This is an optimization exercise on Yosys and OpenROAD, whose aim is small area, a short achievable clock period and few clock cycles per item, not a production implementation. Where RTL was checked, it was by simulation tests only, not by an equivalence proof against the original. The clock input has no modelled driver; a real chip could not lean on it and would need a root buffer or a full tree. Power is estimated from default activity; no workload was simulated.

==> inputs of 11-20 <==
==> flow/design.v <==
`default_nettype none
package md_bcast_pkg;
	localparam int NUM_CELLS = 4;
	localparam int PARTICLE_ID_WIDTH = 7;
	localparam int FORCE_CREDITS = 4;
	localparam int CREDIT_WIDTH = $clog2(FORCE_CREDITS + 1);
endpackage
`default_nettype wire
`timescale 1ns/1ps
`default_nettype none
import md_bcast_pkg::*;
module cell_pair_filter
(
	input wire clk,
	input wire rst,
	input wire start,
	input wire init,
	input wire [PARTICLE_ID_WIDTH-1:0] own_num,
	input wire [PARTICLE_ID_WIDTH-1:0] nbr_num,
	input wire credit_return,
	output logic pair_valid,
	output logic [PARTICLE_ID_WIDTH-1:0] pair_ref,
	output logic [PARTICLE_ID_WIDTH-1:0] pair_partner,
	output logic pair_phase,
	output logic quiet
);
	localparam int W = PARTICLE_ID_WIDTH;
	logic [W-1:0] r;
	logic [W-1:0] p;
	logic ph;
	logic act;
	logic [CREDIT_WIDTH-1:0] outstanding;
	logic [W-1:0] r_dec;
	logic [W-1:0] p_dec;
	logic [W-1:0] p_dec2;
	logic r_one;
	logic p_hi_zero;
	logic p_le2;
	logic p_one;
	logic nbr_zero;
	logic adv;
	logic col_end;
	logic to_ph1;
	logic succ_act;
	logic next_act;
	logic credits_out;
	logic [W-1:0] next_r;
	logic [W-1:0] next_p;
	logic [CREDIT_WIDTH-1:0] next_outstanding;
	assign r_dec = r - 1'b1;
	assign p_dec = p - 1'b1;
	assign p_dec2 = {p[W-1:1] - 1'b1, p[0]};
	assign r_one = (r[W-1:1] == '0) && r[0];
	assign p_hi_zero = (p[W-1:2] == '0);
	assign p_le2 = p_hi_zero && !(p[1] && p[0]);
	assign p_one = p_hi_zero && !p[1] && p[0];
	assign nbr_zero = (nbr_num == '0);
	assign adv = pair_valid || (init && act);
	assign col_end = adv && r_one;
	assign to_ph1 = !ph && p_le2;
	assign succ_act = !(r_one && (ph ? p_one : (p_le2 && nbr_zero)));
	always_comb
	begin
		if (start || (col_end && (ph || p_le2)))
			next_r = own_num;
		else if (col_end)
			next_r = p_dec2;
		else if (adv)
			next_r = r_dec;
		else
			next_r = r;
	end
	always_comb
	begin
		if (start)
			next_p = own_num;
		else if (col_end && to_ph1)
			next_p = nbr_num;
		else if (col_end)
			next_p = p_dec;
		else
			next_p = p;
	end
	assign next_act = start ? (own_num != '0) : (adv ? succ_act : act);
	always_comb
	begin
		case ({pair_valid, credit_return})
			2'b10: next_outstanding = outstanding + 1'b1;
			2'b01: next_outstanding = outstanding - 1'b1;
			default: next_outstanding = outstanding;
		endcase
	end
	assign credits_out = !credit_return && (outstanding[2] || (outstanding[1] && outstanding[0] && pair_valid));
	always_ff @(posedge clk)
	begin
		r <= next_r;
		p <= next_p;
		if (start)
			ph <= 1'b0;
		else if (col_end && to_ph1)
			ph <= 1'b1;
	end
	always_ff @(posedge clk)
	begin
		if (rst)
		begin
			act <= 1'b0;
			pair_valid <= 1'b0;
			outstanding <= '0;
		end
		else
		begin
			act <= next_act;
			pair_valid <= !start && next_act && !credits_out;
			outstanding <= next_outstanding;
		end
	end
	assign pair_ref = r;
	assign pair_partner = p;
	assign pair_phase = ph;
	assign quiet = !act && !pair_valid && !outstanding[2] && !outstanding[1] && (!outstanding[0] || credit_return);
endmodule
`default_nettype wire
`timescale 1ns/1ps
`default_nettype none
import md_bcast_pkg::*;
module broadcast_controller
(
	input wire clk,
	input wire rst,
	input wire iter_start,
	input wire [NUM_CELLS-1:0] cell_quiet,
	output logic start,
	output logic init,
	output logic iter_done
);
	logic busy;
	logic finish;
	assign finish = busy && !start && (&cell_quiet);
	always_ff @(posedge clk)
	begin
		if (rst)
		begin
			busy <= 1'b0;
			start <= 1'b0;
			init <= 1'b0;
			iter_done <= 1'b0;
		end
		else
		begin
			busy <= iter_start || (busy && !finish);
			start <= iter_start;
			init <= start;
			iter_done <= finish;
		end
	end
endmodule
`default_nettype wire
`timescale 1ns/1ps
`default_nettype none
import md_bcast_pkg::*;
module pair_broadcast_top
(
	input wire clk,
	input wire rst,
	input wire iter_start,
	input wire [NUM_CELLS*PARTICLE_ID_WIDTH-1:0] particle_num,
	input wire [NUM_CELLS-1:0] credit_return,
	output wire [NUM_CELLS-1:0] pair_valid,
	output wire [NUM_CELLS*PARTICLE_ID_WIDTH-1:0] pair_ref,
	output wire [NUM_CELLS*PARTICLE_ID_WIDTH-1:0] pair_partner,
	output wire [NUM_CELLS-1:0] pair_phase,
	output wire iter_done
);
	wire start;
	wire init;
	wire [NUM_CELLS-1:0] cell_quiet;
	broadcast_controller ctrl_i (
		.clk(clk),
		.rst(rst),
		.iter_start(iter_start),
		.cell_quiet(cell_quiet),
		.start(start),
		.init(init),
		.iter_done(iter_done)
	);
	for (genvar i = 0; i < NUM_CELLS; i++)
	begin : g_cell
		cell_pair_filter cell_i (
			.clk(clk),
			.rst(rst),
			.start(start),
			.init(init),
			.own_num(particle_num[i*PARTICLE_ID_WIDTH +: PARTICLE_ID_WIDTH]),
			.nbr_num(particle_num[((i+1)%NUM_CELLS)*PARTICLE_ID_WIDTH +: PARTICLE_ID_WIDTH]),
			.credit_return(credit_return[i]),
			.pair_valid(pair_valid[i]),
			.pair_ref(pair_ref[i*PARTICLE_ID_WIDTH +: PARTICLE_ID_WIDTH]),
			.pair_partner(pair_partner[i*PARTICLE_ID_WIDTH +: PARTICLE_ID_WIDTH]),
			.pair_phase(pair_phase[i]),
			.quiet(cell_quiet[i])
		);
	end
endmodule
`default_nettype wire
==> flow/flow/run.sh <==
#!/bin/bash
# Layout flow: the standard flow (standard.sh, with its standard synthesis
# and the same make targets), with two changes to how cells are picked:
#  - port buffers are buf_2 cells instead of the default clkdlybuf4s50_1;
#  - the slow or3/or4 cell families are kept out of mapping and repair.
# The full make output goes to flow.log in the work folder; ORFS keeps each
# step's own log under orfs/logs/.
set -euo pipefail
PLATFORM_CFG="$FLOW_HOME/platforms/$FLOW_PLATFORM/config.mk"
# the platform's own don't-use list, which a command-line setting replaces
PLAT_DONT_USE=$(sed -n '/DONT_USE_CELLS/,/^#/p' "$PLATFORM_CFG" | grep -o 'sky130_fd_sc_hd__[a-z0-9_]*' | tr '\n' ' ')
EXTRA_DONT_USE=""
for c in or3 or3b or4 or4b or4bb; do
	for s in 1 2 4; do
		EXTRA_DONT_USE+="sky130_fd_sc_hd__${c}_${s} "
	done
done
bash standard.sh \
	"DONT_USE_CELLS=$PLAT_DONT_USE $EXTRA_DONT_USE" \
	"BUFFER_PORTS_ARGS=-buffer_cell sky130_fd_sc_hd__buf_2" \
	finish > flow.log 2>&1
==> flow/standard.sh <==
#!/bin/bash
# synth_recipe.tcl (not shown) runs the flow's synth.tcl, then flattens the netlist and writes it again
# the make line also repeats each setting of config.mk as NAME=value (left out here)
make -C /OpenROAD-flow-scripts/flow DESIGN_CONFIG=/design/flow/config.mk WORK_HOME=/design/flow/orfs CLKGATE_MAP_FILE= SYNTH_SCRIPT=/design/flow/synth_recipe.tcl "${@:-finish}"
==> flow/config.mk <==
export PLATFORM = sky130hd
export DESIGN_NAME = pair_broadcast_top
export DESIGN_NICKNAME = pair_broadcast_top
export VERILOG_FILES = /design/flow/design.v
export SDC_FILE = /design/flow/constraint.sdc
export NUM_CORES = 4
export LEC_CHECK = 0
export CAP_MARGIN = 20
export CORE_MARGIN = 2
export CORE_UTILIZATION = 40
export SLEW_MARGIN = 20
==> flow/constraint.sdc <==
create_clock -name core_clock -period 5.5 [get_ports {clk}]
set_input_delay 1.1000 -clock core_clock [delete_from_list [all_inputs] [get_ports {clk}]]
set_output_delay 1.1000 -clock core_clock [all_outputs]
set_load 0.01 [all_outputs]
==> inputs of 08-05, as changes to 11-20 <==
==> flow/design.v, changed modules only <==
module cell_pair_filter
(
	input wire clk,
	input wire rst,
	input wire start,
	input wire [PARTICLE_ID_WIDTH-1:0] own_num,
	input wire [PARTICLE_ID_WIDTH-1:0] nbr_num,
	input wire credit_return,
	output logic pair_valid,
	output logic [PARTICLE_ID_WIDTH-1:0] pair_ref,
	output logic [PARTICLE_ID_WIDTH-1:0] pair_partner,
	output logic pair_phase,
	output logic quiet
);
	localparam int W = PARTICLE_ID_WIDTH;
	logic [W-1:0] r;
	logic [W-1:0] p;
	logic ph;
	logic act;
	logic [CREDIT_WIDTH-1:0] outstanding;
	logic [W-1:0] r_inc;
	logic [W-1:0] p_inc;
	logic [W-1:0] succ_r;
	logic [W-1:0] succ_p;
	logic succ_ph;
	logic succ_act;
	logic [W-1:0] next_r;
	logic [W-1:0] next_p;
	logic next_ph;
	logic next_act;
	logic [CREDIT_WIDTH-1:0] next_outstanding;
	assign r_inc = r + 1'b1;
	assign p_inc = p + 1'b1;
	always_comb
	begin
		succ_r = r;
		succ_p = p_inc;
		succ_ph = ph;
		succ_act = 1'b1;
		if (!ph)
		begin
			if (r_inc != p)
			begin
				succ_r = r_inc;
				succ_p = p;
			end
			else if (p != own_num)
			begin
				succ_r = W'(1);
			end
			else if (nbr_num != '0)
			begin
				succ_r = W'(1);
				succ_p = W'(1);
				succ_ph = 1'b1;
			end
			else
				succ_act = 1'b0;
		end
		else
		begin
			if (p == nbr_num)
			begin
				succ_r = r_inc;
				succ_p = W'(1);
				if (r == own_num)
					succ_act = 1'b0;
			end
		end
	end
	always_comb
	begin
		next_r = r;
		next_p = p;
		next_ph = ph;
		next_act = act;
		if (start)
		begin
			next_r = W'(1);
			if (own_num[W-1:1] != '0)
			begin
				next_p = W'(2);
				next_ph = 1'b0;
				next_act = 1'b1;
			end
			else
			begin
				next_p = W'(1);
				next_ph = 1'b1;
				next_act = own_num[0] && (nbr_num != '0);
			end
		end
		else if (pair_valid)
		begin
			next_r = succ_r;
			next_p = succ_p;
			next_ph = succ_ph;
			next_act = succ_act;
		end
	end
	assign next_outstanding = outstanding + CREDIT_WIDTH'(pair_valid) - CREDIT_WIDTH'(credit_return);
	always_ff @(posedge clk)
	begin
		r <= next_r;
		p <= next_p;
		ph <= next_ph;
	end
	always_ff @(posedge clk)
	begin
		if (rst)
		begin
			act <= 1'b0;
			pair_valid <= 1'b0;
			outstanding <= '0;
		end
		else
		begin
			act <= next_act;
			pair_valid <= next_act && (next_outstanding != CREDIT_WIDTH'(FORCE_CREDITS));
			outstanding <= next_outstanding;
		end
	end
	assign pair_ref = r;
	assign pair_partner = p;
	assign pair_phase = ph;
	assign quiet = !act && !pair_valid && (next_outstanding == '0);
endmodule
module broadcast_controller
(
	input wire clk,
	input wire rst,
	input wire iter_start,
	input wire [NUM_CELLS-1:0] cell_quiet,
	output logic start,
	output logic iter_done
);
	logic busy;
	logic finish;
	assign start = iter_start;
	assign finish = busy && (&cell_quiet);
	always_ff @(posedge clk)
	begin
		if (rst)
		begin
			busy <= 1'b0;
			iter_done <= 1'b0;
		end
		else
		begin
			busy <= iter_start || (busy && !finish);
			iter_done <= finish;
		end
	end
endmodule
module pair_broadcast_top
(
	input wire clk,
	input wire rst,
	input wire iter_start,
	input wire [NUM_CELLS*PARTICLE_ID_WIDTH-1:0] particle_num,
	input wire [NUM_CELLS-1:0] credit_return,
	output wire [NUM_CELLS-1:0] pair_valid,
	output wire [NUM_CELLS*PARTICLE_ID_WIDTH-1:0] pair_ref,
	output wire [NUM_CELLS*PARTICLE_ID_WIDTH-1:0] pair_partner,
	output wire [NUM_CELLS-1:0] pair_phase,
	output wire iter_done
);
	wire start;
	wire [NUM_CELLS-1:0] cell_quiet;
	broadcast_controller ctrl_i (
		.clk(clk),
		.rst(rst),
		.iter_start(iter_start),
		.cell_quiet(cell_quiet),
		.start(start),
		.iter_done(iter_done)
	);
	for (genvar i = 0; i < NUM_CELLS; i++)
	begin : g_cell
		cell_pair_filter cell_i (
			.clk(clk),
			.rst(rst),
			.start(start),
			.own_num(particle_num[i*PARTICLE_ID_WIDTH +: PARTICLE_ID_WIDTH]),
			.nbr_num(particle_num[((i+1)%NUM_CELLS)*PARTICLE_ID_WIDTH +: PARTICLE_ID_WIDTH]),
			.credit_return(credit_return[i]),
			.pair_valid(pair_valid[i]),
			.pair_ref(pair_ref[i*PARTICLE_ID_WIDTH +: PARTICLE_ID_WIDTH]),
			.pair_partner(pair_partner[i*PARTICLE_ID_WIDTH +: PARTICLE_ID_WIDTH]),
			.pair_phase(pair_phase[i]),
			.quiet(cell_quiet[i])
		);
	end
endmodule
==> flow/run.sh (new file) <==
#!/bin/bash
# synth_recipe.tcl (not shown) runs the flow's synth.tcl, then flattens the netlist and writes it again
# the make line also repeats each setting of config.mk as NAME=value (left out here)
make -C /OpenROAD-flow-scripts/flow DESIGN_CONFIG=/design/flow/config.mk WORK_HOME=/design/flow/orfs CLKGATE_MAP_FILE= SYNTH_SCRIPT=/design/flow/synth_recipe.tcl finish
removed: flow/flow/run.sh
removed: flow/standard.sh
==> inputs of 05-23, as changes to 11-20 <==
==> flow/design.v, changed modules only <==
module cell_pair_filter
(
	input wire clk,
	input wire rst,
	input wire start,
	input wire init,
	input wire [PARTICLE_ID_WIDTH-1:0] own_num,
	input wire [PARTICLE_ID_WIDTH-1:0] nbr_num,
	input wire own_zero,
	input wire nbr_zero,
	input wire credit_return,
	output logic pair_valid,
	output logic [PARTICLE_ID_WIDTH-1:0] pair_ref,
	output logic [PARTICLE_ID_WIDTH-1:0] pair_partner,
	output logic pair_phase,
	output logic quiet
);
	localparam int W = PARTICLE_ID_WIDTH;
	logic [W-1:0] r;
	logic [W-1:0] p;
	logic ph;
	logic act;
	logic [CREDIT_WIDTH-1:0] outstanding;
	logic [W-1:0] r_dec;
	logic [W-1:0] p_dec;
	logic [W-1:0] p_dec2;
	logic [W-2:0] p_hi_dec;
	logic r_one;
	logic p_hi_zero;
	logic p_le2;
	logic p_one;
	logic adv;
	logic col_end;
	logic to_ph1;
	logic succ_act;
	logic next_act;
	logic credits_out;
	logic cred_up;
	logic cred_down;
	logic [W-1:0] next_r;
	logic [W-1:0] next_p;
	logic [CREDIT_WIDTH-1:0] next_outstanding;
	assign r_dec = r - 1'b1;
	assign p_hi_dec = p[W-1:1] - 1'b1;
	assign p_dec = p[0] ? {p[W-1:1], 1'b0} : {p_hi_dec, 1'b1};
	assign p_dec2 = {p_hi_dec, p[0]};
	assign r_one = (r[W-1:1] == '0) && r[0];
	assign p_hi_zero = (p[W-1:2] == '0);
	assign p_le2 = p_hi_zero && !(p[1] && p[0]);
	assign p_one = p_hi_zero && !p[1] && p[0];
	assign adv = pair_valid || (init && act);
	assign col_end = adv && r_one;
	assign to_ph1 = !ph && p_le2;
	assign succ_act = !(r_one && (ph ? p_one : (p_le2 && nbr_zero)));
	always_comb
	begin
		if (start || (col_end && (ph || p_le2)))
			next_r = own_num;
		else if (col_end)
			next_r = p_dec2;
		else if (adv)
			next_r = r_dec;
		else
			next_r = r;
	end
	always_comb
	begin
		if (start)
			next_p = own_num;
		else if (col_end && to_ph1)
			next_p = nbr_num;
		else if (col_end)
			next_p = p_dec;
		else
			next_p = p;
	end
	assign next_act = start ? !own_zero : (adv ? succ_act : act);
	assign cred_up = pair_valid && !credit_return;
	assign cred_down = credit_return && !pair_valid;
	assign next_outstanding[0] = outstanding[0] ^ (pair_valid ^ credit_return);
	assign next_outstanding[1] = (cred_up || cred_down) ? (outstanding[1] ^ (outstanding[0] ^ cred_down)) : outstanding[1];
	assign next_outstanding[2] = cred_up ? (outstanding[1] && outstanding[0]) : (outstanding[2] && !cred_down);
	assign credits_out = !credit_return && (outstanding[2] || (outstanding[1] && outstanding[0] && pair_valid));
	always_ff @(posedge clk)
	begin
		r <= next_r;
		p <= next_p;
		if (start)
			ph <= 1'b0;
		else if (col_end && to_ph1)
			ph <= 1'b1;
	end
	always_ff @(posedge clk)
	begin
		if (rst)
		begin
			act <= 1'b0;
			pair_valid <= 1'b0;
			outstanding <= '0;
		end
		else
		begin
			act <= next_act;
			pair_valid <= !start && next_act && !credits_out;
			outstanding <= next_outstanding;
		end
	end
	assign pair_ref = r;
	assign pair_partner = p;
	assign pair_phase = ph;
	assign quiet = !act && !pair_valid && !outstanding[2] && !outstanding[1] && (!outstanding[0] || credit_return);
endmodule
module broadcast_controller
(
	input wire clk,
	input wire rst,
	input wire iter_start,
	input wire [NUM_CELLS*PARTICLE_ID_WIDTH-1:0] particle_num,
	input wire [NUM_CELLS-1:0] cell_quiet,
	output logic start,
	output logic init,
	output logic [NUM_CELLS-1:0] cell_zero,
	output logic iter_done
);
	logic busy;
	logic finish;
	assign finish = busy && !start && (&cell_quiet);
	always_ff @(posedge clk)
	begin
		for (int i = 0; i < NUM_CELLS; i++)
			cell_zero[i] <= (particle_num[i*PARTICLE_ID_WIDTH +: PARTICLE_ID_WIDTH] == '0);
	end
	always_ff @(posedge clk)
	begin
		if (rst)
		begin
			busy <= 1'b0;
			start <= 1'b0;
			init <= 1'b0;
			iter_done <= 1'b0;
		end
		else
		begin
			busy <= iter_start || (busy && !finish);
			start <= iter_start;
			init <= start;
			iter_done <= finish;
		end
	end
endmodule
module pair_broadcast_top
(
	input wire clk,
	input wire rst,
	input wire iter_start,
	input wire [NUM_CELLS*PARTICLE_ID_WIDTH-1:0] particle_num,
	input wire [NUM_CELLS-1:0] credit_return,
	output wire [NUM_CELLS-1:0] pair_valid,
	output wire [NUM_CELLS*PARTICLE_ID_WIDTH-1:0] pair_ref,
	output wire [NUM_CELLS*PARTICLE_ID_WIDTH-1:0] pair_partner,
	output wire [NUM_CELLS-1:0] pair_phase,
	output wire iter_done
);
	wire start;
	wire init;
	wire [NUM_CELLS-1:0] cell_zero;
	wire [NUM_CELLS-1:0] cell_quiet;
	broadcast_controller ctrl_i (
		.clk(clk),
		.rst(rst),
		.iter_start(iter_start),
		.particle_num(particle_num),
		.cell_quiet(cell_quiet),
		.start(start),
		.init(init),
		.cell_zero(cell_zero),
		.iter_done(iter_done)
	);
	for (genvar i = 0; i < NUM_CELLS; i++)
	begin : g_cell
		cell_pair_filter cell_i (
			.clk(clk),
			.rst(rst),
			.start(start),
			.init(init),
			.own_num(particle_num[i*PARTICLE_ID_WIDTH +: PARTICLE_ID_WIDTH]),
			.nbr_num(particle_num[((i+1)%NUM_CELLS)*PARTICLE_ID_WIDTH +: PARTICLE_ID_WIDTH]),
			.own_zero(cell_zero[i]),
			.nbr_zero(cell_zero[(i+1)%NUM_CELLS]),
			.credit_return(credit_return[i]),
			.pair_valid(pair_valid[i]),
			.pair_ref(pair_ref[i*PARTICLE_ID_WIDTH +: PARTICLE_ID_WIDTH]),
			.pair_partner(pair_partner[i*PARTICLE_ID_WIDTH +: PARTICLE_ID_WIDTH]),
			.pair_phase(pair_phase[i]),
			.quiet(cell_quiet[i])
		);
	end
endmodule
--- a/flow/flow/run.sh
+++ b/flow/flow/run.sh
@@ -2,5 +2,9 @@
 # Layout flow: the standard flow (standard.sh, with its standard synthesis
-# and the same make targets), with two changes to how cells are picked:
+# and the same make targets), with these changes:
 #  - port buffers are buf_2 cells instead of the default clkdlybuf4s50_1;
-#  - the slow or3/or4 cell families are kept out of mapping and repair.
+#  - the slow or3/or4 cell families are kept out of mapping and repair;
+#  - the clock tree is one level of clkbuf_16 cells built by
+#    flow/clock_tree.tcl (run as the CTS step's PRE hook) instead of
+#    TritonCTS's three-level H-tree; the rest of the CTS step (placement
+#    legalization, timing repair) runs as usual.
 # The full make output goes to flow.log in the work folder; ORFS keeps each
@@ -20,2 +24,3 @@
 	"BUFFER_PORTS_ARGS=-buffer_cell sky130_fd_sc_hd__buf_2" \
+	"PRE_CTS_TCL=$PWD/flow/clock_tree.tcl" \
 	finish > flow.log 2>&1
==> flow/flow/clock_tree.tcl (new file) <==
set nbuf 4
set block [ord::get_db_block]
set clk_net [$block findNet clk]
set master [[ord::get_db] findMaster sky130_fd_sc_hd__clkbuf_16]

set sinks {}
foreach it [$clk_net getITerms] {
	set inst [$it getInst]
	set xy [$inst getLocation]
	lappend sinks [list $it [lindex $xy 0] [lindex $xy 1]]
}
set n [llength $sinks]
puts "manual clock tree: $n sinks, $nbuf buffers"

# split by x into two halves, each half by y into nbuf/2 groups
set by_x [lsort -integer -index 1 $sinks]
set half [expr {($n + 1) / 2}]
set groups {}
foreach part [list [lrange $by_x 0 [expr {$half - 1}]] [lrange $by_x $half end]] {
	set by_y [lsort -integer -index 2 $part]
	set m [llength $by_y]
	set k [expr {$nbuf / 2}]
	for {set g 0} {$g < $k} {incr g} {
		set lo [expr {($m * $g) / $k}]
		set hi [expr {($m * ($g + 1)) / $k - 1}]
		lappend groups [lrange $by_y $lo $hi]
	}
}

set i 0
foreach grp $groups {
	if {[llength $grp] == 0} { continue }
	set sx 0
	set sy 0
	foreach s $grp {
		incr sx [lindex $s 1]
		incr sy [lindex $s 2]
	}
	set cx [expr {$sx / [llength $grp]}]
	set cy [expr {$sy / [llength $grp]}]
	set buf [odb::dbInst_create $block $master "clkbuf_manual_$i"]
	set net [odb::dbNet_create $block "clknet_manual_$i"]
	$net setSigType CLOCK
	foreach s $grp {
		set it [lindex $s 0]
		$it disconnect
		$it connect $net
	}
	[$buf findITerm A] connect $clk_net
	[$buf findITerm X] connect $net
	$buf setLocation $cx $cy
	$buf setPlacementStatus PLACED
	puts "  clkbuf_manual_$i: [llength $grp] sinks at ($cx, $cy)"
	incr i
}

# the flow's CTS step calls clock_tree_synthesis next: the tree is built
proc clock_tree_synthesis { args } {
	puts "clock_tree_synthesis skipped: the clock tree was built by flow/clock_tree.tcl"
	set_propagated_clock [all_clocks]
}
- CORE_UTILIZATION: 40 -> 65
- PLACE_DENSITY: not set -> 0.75
- SETUP_SLACK_MARGIN: not set -> 3.35
==> comparison table <==
| item | 05-23 | 08-05 | 11-20 |
|---|---|---|---|
| Area used by sequential logic in the layout | 2323 sq um | 1962 sq um | 2243 sq um |
| Post-synth top area share | 31.06% | 17.96% | 28.98% |
| RR Startpoint | g_cell[1].cell_i.r[2] | g_cell[3].cell_i.pair_valid | g_cell[1].cell_i.r[1] |
| Net switching share of the total power | 29.28% | 38.54% | 30.30% |
| Worst vdd rail ir drop | 0.2107 mV | 0.2202 mV | 0.1596 mV |
| Sequential cell area share | 36.40% | 26.69% | 33.57% |
| Num CTS Buffers | - | 9 | 9 |
| Run status | timing/DRC/antenna clean | timing/DRC/antenna clean | timing/DRC/antenna clean |
| Post-CTS setup-driven buffer insertion count | 14 | 0 | 0 |
| Tcrit/Tclk final | 37.90% | 67.17% | 42.47% |
| Total Wirelength | 14450 um | 16190 um | 14900 um |
| Most common flop cell mapped by yosys | edfxtp_1 | dfxtp_1 | edfxtp_1 |
| Detailed route wirelength on metal2 | 6828 um | 7777 um | 7110 um |
| Post_cts resized | 19 | 0 | 0 |
Testbench counts of 11-20, summed over its fixed seeds: cycles 99,466, pairs 228,540.
Testbench counts of 05-23, summed over its fixed seeds: cycles 99,466, pairs 228,540.
No functional check of the RTL was part of 08-05. The clock cells of 05-23 come from the design's own scripts or RTL, not from TritonCTS.

[static timing again, ports no longer ideal]
How much do the figures lean on ideal ports? The routed layouts below were timed once more, with nothing changed but the port constraints. Step 1 (the two cells are an assumption about what drives the block):
set clk [get_ports {clk}]
set_driving_cell -lib_cell sky130_fd_sc_hd__clkbuf_16 $clk
set_driving_cell -lib_cell sky130_fd_sc_hd__buf_2 [delete_from_list [all_inputs] $clk]
Step 2 also shifts input and output timing later by t, the mid clock arrival at the registers, as if the neighbouring blocks saw the same clock. a / b / c = ideal / step 1 / step 2; a / b = the first two.
run | shift t [ns] | setup WS [ns] | clock arrival spread, ns | slew at the worst register clock pin (ns) | worst slew at a driven data input, ns
11-20 | 0.379 | 3.164 / 3.164 / 3.041 | 0.010 / 0.011 | 0.07 / 0.07 | 0.04
08-05 | 0.380 | 1.806 / 1.824 / 1.444 | 0.010 / 0.010 | 0.07 / 0.07 | 0.05
05-23 | 0.239 | 3.415 / 3.357 / 3.308 | 0.012 / 0.012 | 0.09 / 0.09 | 0.03
After both steps setup and hold are still met in every run listed. The setup slack of 08-05, which loses most, moves by +0.018 ns with the drivers and by -0.362 ns with both steps.
